This design comes from an exercise in tuning for small area and a short achievable clock period on the open sky130 flow, not from production work. At most, simulation tests tie the RTL to the original design; equivalence was not proved. Power is estimated from default activity; no workload was simulated.

// mipsExecUnit
module mipsExecUnit
(
    input  logic        clk,
    input  logic        rstN,
    input  logic        instrValid,
    input  logic [31:0] instrWord,
    input  logic [31:0] rsValue,
    input  logic [31:0] rtValue,
    output logic        resultValid,
    output logic [32:0] execOut
);
clock: 9.0 ns
lec_check: 0
cap_margin: 20
core_margin: 2
core_utilization: 60
place_density: 0.8
setup_slack_margin: 5
slew_margin: 20
standard.sh (not shown) runs the stock make flow with config.mk's settings and CLKGATE_MAP_FILE= SYNTH_SCRIPT=/design/flow/synth_recipe.tcl, a recipe that flattens the netlist after the stock synthesis.
==> flow/flow/run.sh <==
#!/bin/bash
bash standard.sh SETUP_SLACK_MARGIN=5.6 finish > standard.log 2>&1
The starting point finished with timing, DRC and antenna clean.
==> next run, changes <==
--- a/flow/design.v
+++ b/flow/design.v
@@ -163,25 +163,25 @@
     assign kMulX  = oMul | kShift;                        
     logic [31:0] bSel, rtRev;
     always_comb begin
         for (int i = 0; i < 32; i++) rtRev[i] = rtValue[31-i];
     end
     always_comb begin
         if (kImm)      bSel = {{16{imm[15] & ~kZext}}, imm};
         else           bSel = rtValue;
     end
     logic [3:0] tt;
     always_comb begin
         tt = 4'b0000;                             
-        if (kAddB)         tt = 4'b1010;          
+        if (kAddB | kMulX) tt = 4'b1010;          
         if (kSubB)         tt = 4'b0101;          
         if (kAnd)          tt = 4'b1000;
         if (kOr)           tt = 4'b1110;
         if (kXor)          tt = 4'b0110;
         if (kNor)          tt = 4'b0001;
     end
     logic [31:0] xSel, aSel, shOne;
     always_comb begin
         for (int i = 0; i < 32; i++) xSel[i] = tt[{rsValue[i], bSel[i]}];
     end
     always_comb begin
         if (fSrl)      aSel = rtRev;
@@ -220,25 +220,25 @@
         else             fSel = {32'd0, 15'd0, kAddB | kSubB | kPassA};    
     end
     logic        v1;
     logic [31:0] a1;
     logic [47:0] f1;
     logic [31:0] c1;
     logic        cin1, srl1, slt1, sltK1, sltS1, tk1;
     always_ff @(posedge clk) begin
         if (!rstN) v1 <= 1'b0;
         else       v1 <= instrValid;
         a1    <= aSel;
         f1    <= fSel;
-        c1    <= xSel;                     
+        c1    <= kMulX ? 32'd0 : xSel;
         cin1  <= kSubB;
         srl1  <= fSrl;
         slt1  <= kSlt;
         sltK1 <= kSlt & sgnDiff & rsValue[31];
         sltS1 <= kSlt & ~sgnDiff;
         tk1   <= takenSel;
     end
     logic [15:0] bsgl, bdbl, bneg;
     assign bsgl = f1[15:0];
     assign bdbl = f1[31:16];
     assign bneg = f1[47:32];
     logic [31:0] crow;
Final area rose by a few percent.
Setup slack improved by 0.071 ns.
Synthesized area climbs slightly.
Clock skew went down by 0.0043 ns.
Utilization rises by 0.86 points.
Maximum frequency goes up slightly.
Wire length is higher by a little under a tenth.
Synthesized cell count grows slightly.
Total power grows by a little under a tenth.

* * *

Setup of nickel:
mipsExecUnit, a different RTL version from the one above (not shown whole).
Size: ~2400 cells after synthesis, ~270 flip-flops, ~130 I/O pins, ~22000 µm² of cells after synthesis.
==> flow/config.mk <==
export PLATFORM = sky130hd
export DESIGN_NAME = mipsExecUnit
export DESIGN_NICKNAME = mipsExecUnit
export VERILOG_FILES = /design/flow/design.v
export SDC_FILE = /design/flow/constraint.sdc
export NUM_CORES = 4
export LEC_CHECK = 0
export CAP_MARGIN = 20
export CORE_MARGIN = 2
export CORE_UTILIZATION = 40
export SETUP_SLACK_MARGIN = 5
export SLEW_MARGIN = 20
==> flow/constraint.sdc <==
create_clock -name core_clock -period 9.0 [get_ports {clk}]
set_input_delay 1.8000 -clock core_clock [delete_from_list [all_inputs] [get_ports {clk}]]
set_output_delay 1.8000 -clock core_clock [all_outputs]
set_load 0.01 [all_outputs]
==> flow/flow/run.sh <==
#!/bin/bash
bash standard.sh SETUP_SLACK_MARGIN=6 finish > standard.log 2>&1
The final layout from nickel, which completed every stage, passed the timing, design-rule and antenna checks at the end of the flow.
What xenon does differently from nickel at the input level:
--- a/flow/design.v
+++ b/flow/design.v
@@ -161,70 +161,57 @@
     assign kZext  = oAndi | oOri | oXori;
     assign kShift = fSll | fSrl;
     assign kMulX  = oMul | kShift;                        
     logic [31:0] bSel, rtRev;
     always_comb begin
         for (int i = 0; i < 32; i++) rtRev[i] = rtValue[31-i];
     end
     always_comb begin
         if (kImm)      bSel = {{16{imm[15] & ~kZext}}, imm};
+        else if (fSrl) bSel = rtRev;
         else           bSel = rtValue;
     end
     logic [3:0] tt;
     always_comb begin
         tt = 4'b0000;                             
         if (kAddB | kMulX) tt = 4'b1010;          
         if (kSubB)         tt = 4'b0101;          
         if (kAnd)          tt = 4'b1000;
         if (kOr)           tt = 4'b1110;
         if (kXor)          tt = 4'b0110;
         if (kNor)          tt = 4'b0001;
     end
     logic [31:0] xSel, aSel, shOne;
     always_comb begin
         for (int i = 0; i < 32; i++) xSel[i] = tt[{rsValue[i], bSel[i]}];
     end
-    always_comb begin
-        if (fSrl)      aSel = rtRev;
-        else if (fSll) aSel = rtValue;
-        else           aSel = rsValue;
-    end
+    assign shOne = 32'd1 << sh;
+    assign aSel  = kShift ? shOne : rsValue;
     logic sgnDiff;
     assign sgnDiff = rsValue[31] ^ bSel[31];
     logic rsZero, rsEq, takenSel;
     assign rsZero = (rsValue == 32'd0);
     assign rsEq   = (rsValue == rtValue);
     assign takenSel = (oBeq & rsEq) | (oBne & ~rsEq) |
                       (oBgtz & ~rsValue[31] & ~rsZero) | (oBlez & (rsValue[31] | rsZero)) |
                       (oBltz & rsValue[31]) | (oBgez & ~rsValue[31]);
     logic [32:0] xe0;
-    assign xe0 = {rtValue, 1'b0};
+    assign xe0 = {{xSel, 1'b0}};
     logic [15:0] esgl, edbl, eneg;
     always_comb begin
         for (int i = 0; i < 16; i++) begin
             esgl[i] = xe0[2*i+1] ^ xe0[2*i];
             edbl[i] = (xe0[2*i+2] & ~xe0[2*i+1] & ~xe0[2*i]) | (~xe0[2*i+2] & xe0[2*i+1] & xe0[2*i]);
             eneg[i] = xe0[2*i+2];
         end
     end
-    logic [15:0] hsgl, hdbl;
-    always_comb begin
-        for (int i = 0; i < 16; i++) begin
-            hsgl[i] = (sh == 5'(2*i)) | ((i > 0) && (sh == 5'(2*i-1)));
-            hdbl[i] = (sh == 5'(2*i+1));                
-        end
-    end
     logic [47:0] fSel;
-    always_comb begin
-        if (oMul)        fSel = {eneg, edbl, esgl};
-        else if (kShift) fSel = {hdbl, hdbl, hsgl};
-        else             fSel = {16'd0, xSel};
-    end
+    assign fSel = kMulX ? {{eneg, edbl, esgl}} : {{16'd0, xSel}};
     logic        v1;
     logic [31:0] a1;
     logic [47:0] f1;
     logic        mm1, one1, cin1, srl1, slt1, sltK1, sltS1, tk1;
     always_ff @(posedge clk) begin
         if (!rstN) v1 <= 1'b0;
         else       v1 <= instrValid;
         a1    <= aSel;
         f1    <= fSel;
@@ -232,23 +219,23 @@
         one1  <= kAddB | kSubB | kPassA;
         cin1  <= kSubB;
         srl1  <= fSrl;
         slt1  <= kSlt;
         sltK1 <= kSlt & sgnDiff & rsValue[31];
         sltS1 <= kSlt & ~sgnDiff;
         tk1   <= takenSel;
     end
     logic [15:0] bsgl, bdbl, bneg;
-    assign bsgl = (f1[15:0] & {16{mm1}}) | {15'd0, one1};
-    assign bdbl = f1[31:16] & {16{mm1}};
+    assign bsgl = (f1[15:0] & {{16{{mm1}}}}) | {{15'd0, one1}};
+    assign bdbl = f1[31:16] & {{16{{mm1}}}};
     assign bneg = f1[47:32];
     logic [31:0] crow;
-    assign crow = f1[31:0] & {32{~mm1}};
+    assign crow = f1[31:0] & {{32{{~mm1}}}};
     logic [32:0] ae;
     assign ae = {a1, 1'b0};
     logic [31:0] pp0;
     logic [29:0] pp1;
     logic [27:0] pp2;
     logic [25:0] pp3;
     logic [23:0] pp4;
     logic [21:0] pp5;
     logic [19:0] pp6;
Notes after the runs:
xenon closes out successfully: all stages finished, all timing, DRC and antenna checks passed. xenon reports its critical path startpoint as instrWord[30] while nickel reports r2t[15]. nickel -> xenon: routed via count decreased by a few percent. Area occupied by multi-input gates (xenon vs. nickel) increases slightly. Of xenon and nickel, the lower buffering overhead belongs to xenon. Diff nickel -> xenon: number of rows created at floorplan neither gained nor lost much, number of cells on the critical path picked up an extra 1, layout-stage area growth over the synthesis result went up, mean area per synthesized cell climbed 0.22 µm², x dimension of the die went down by 0.44%.
Only the layout flow was run in nickel; the RTL was not checked for function there.

## re-timing with driven ports
No port has a modelled driver above. Below, the same layouts with a new extraction and two added sets of constraints. Step 1 (the two cells are an assumption about what drives the block):
set clk [get_ports {clk}]
set_driving_cell -lib_cell sky130_fd_sc_hd__clkbuf_16 $clk
set_driving_cell -lib_cell sky130_fd_sc_hd__buf_2 [delete_from_list [all_inputs] $clk]
Step 2 also shifts input and output timing later by t, the mid clock arrival at the registers, as if the neighbouring blocks saw the same clock. Slacks: ideal / step 1 / step 2; pairs: ideal / step 1.
| run | shift t [ns] | slack for setup (ns) | worst hold slack (ns) |
|---|---|---|---|
| the first run of note 1 | 0.649 | 5.340 / 5.340 / 4.981 | 0.319 / 0.319 / 0.319 |
| the second run of note 1 | 0.643 | 5.411 / 5.355 / 4.926 | 0.330 / 0.330 / 0.330 |
| nickel | 0.645 | 5.141 / 5.141 / 5.004 | 0.326 / 0.326 / 0.326 |
| xenon | 0.625 | 5.084 / 5.101 / 4.475 | 0.323 / 0.323 / 0.323 |
After both steps setup and hold are still met in every run listed. For xenon, which loses most, drivers alone change the setup slack by +0.017 ns; drivers and shift together by -0.609 ns.
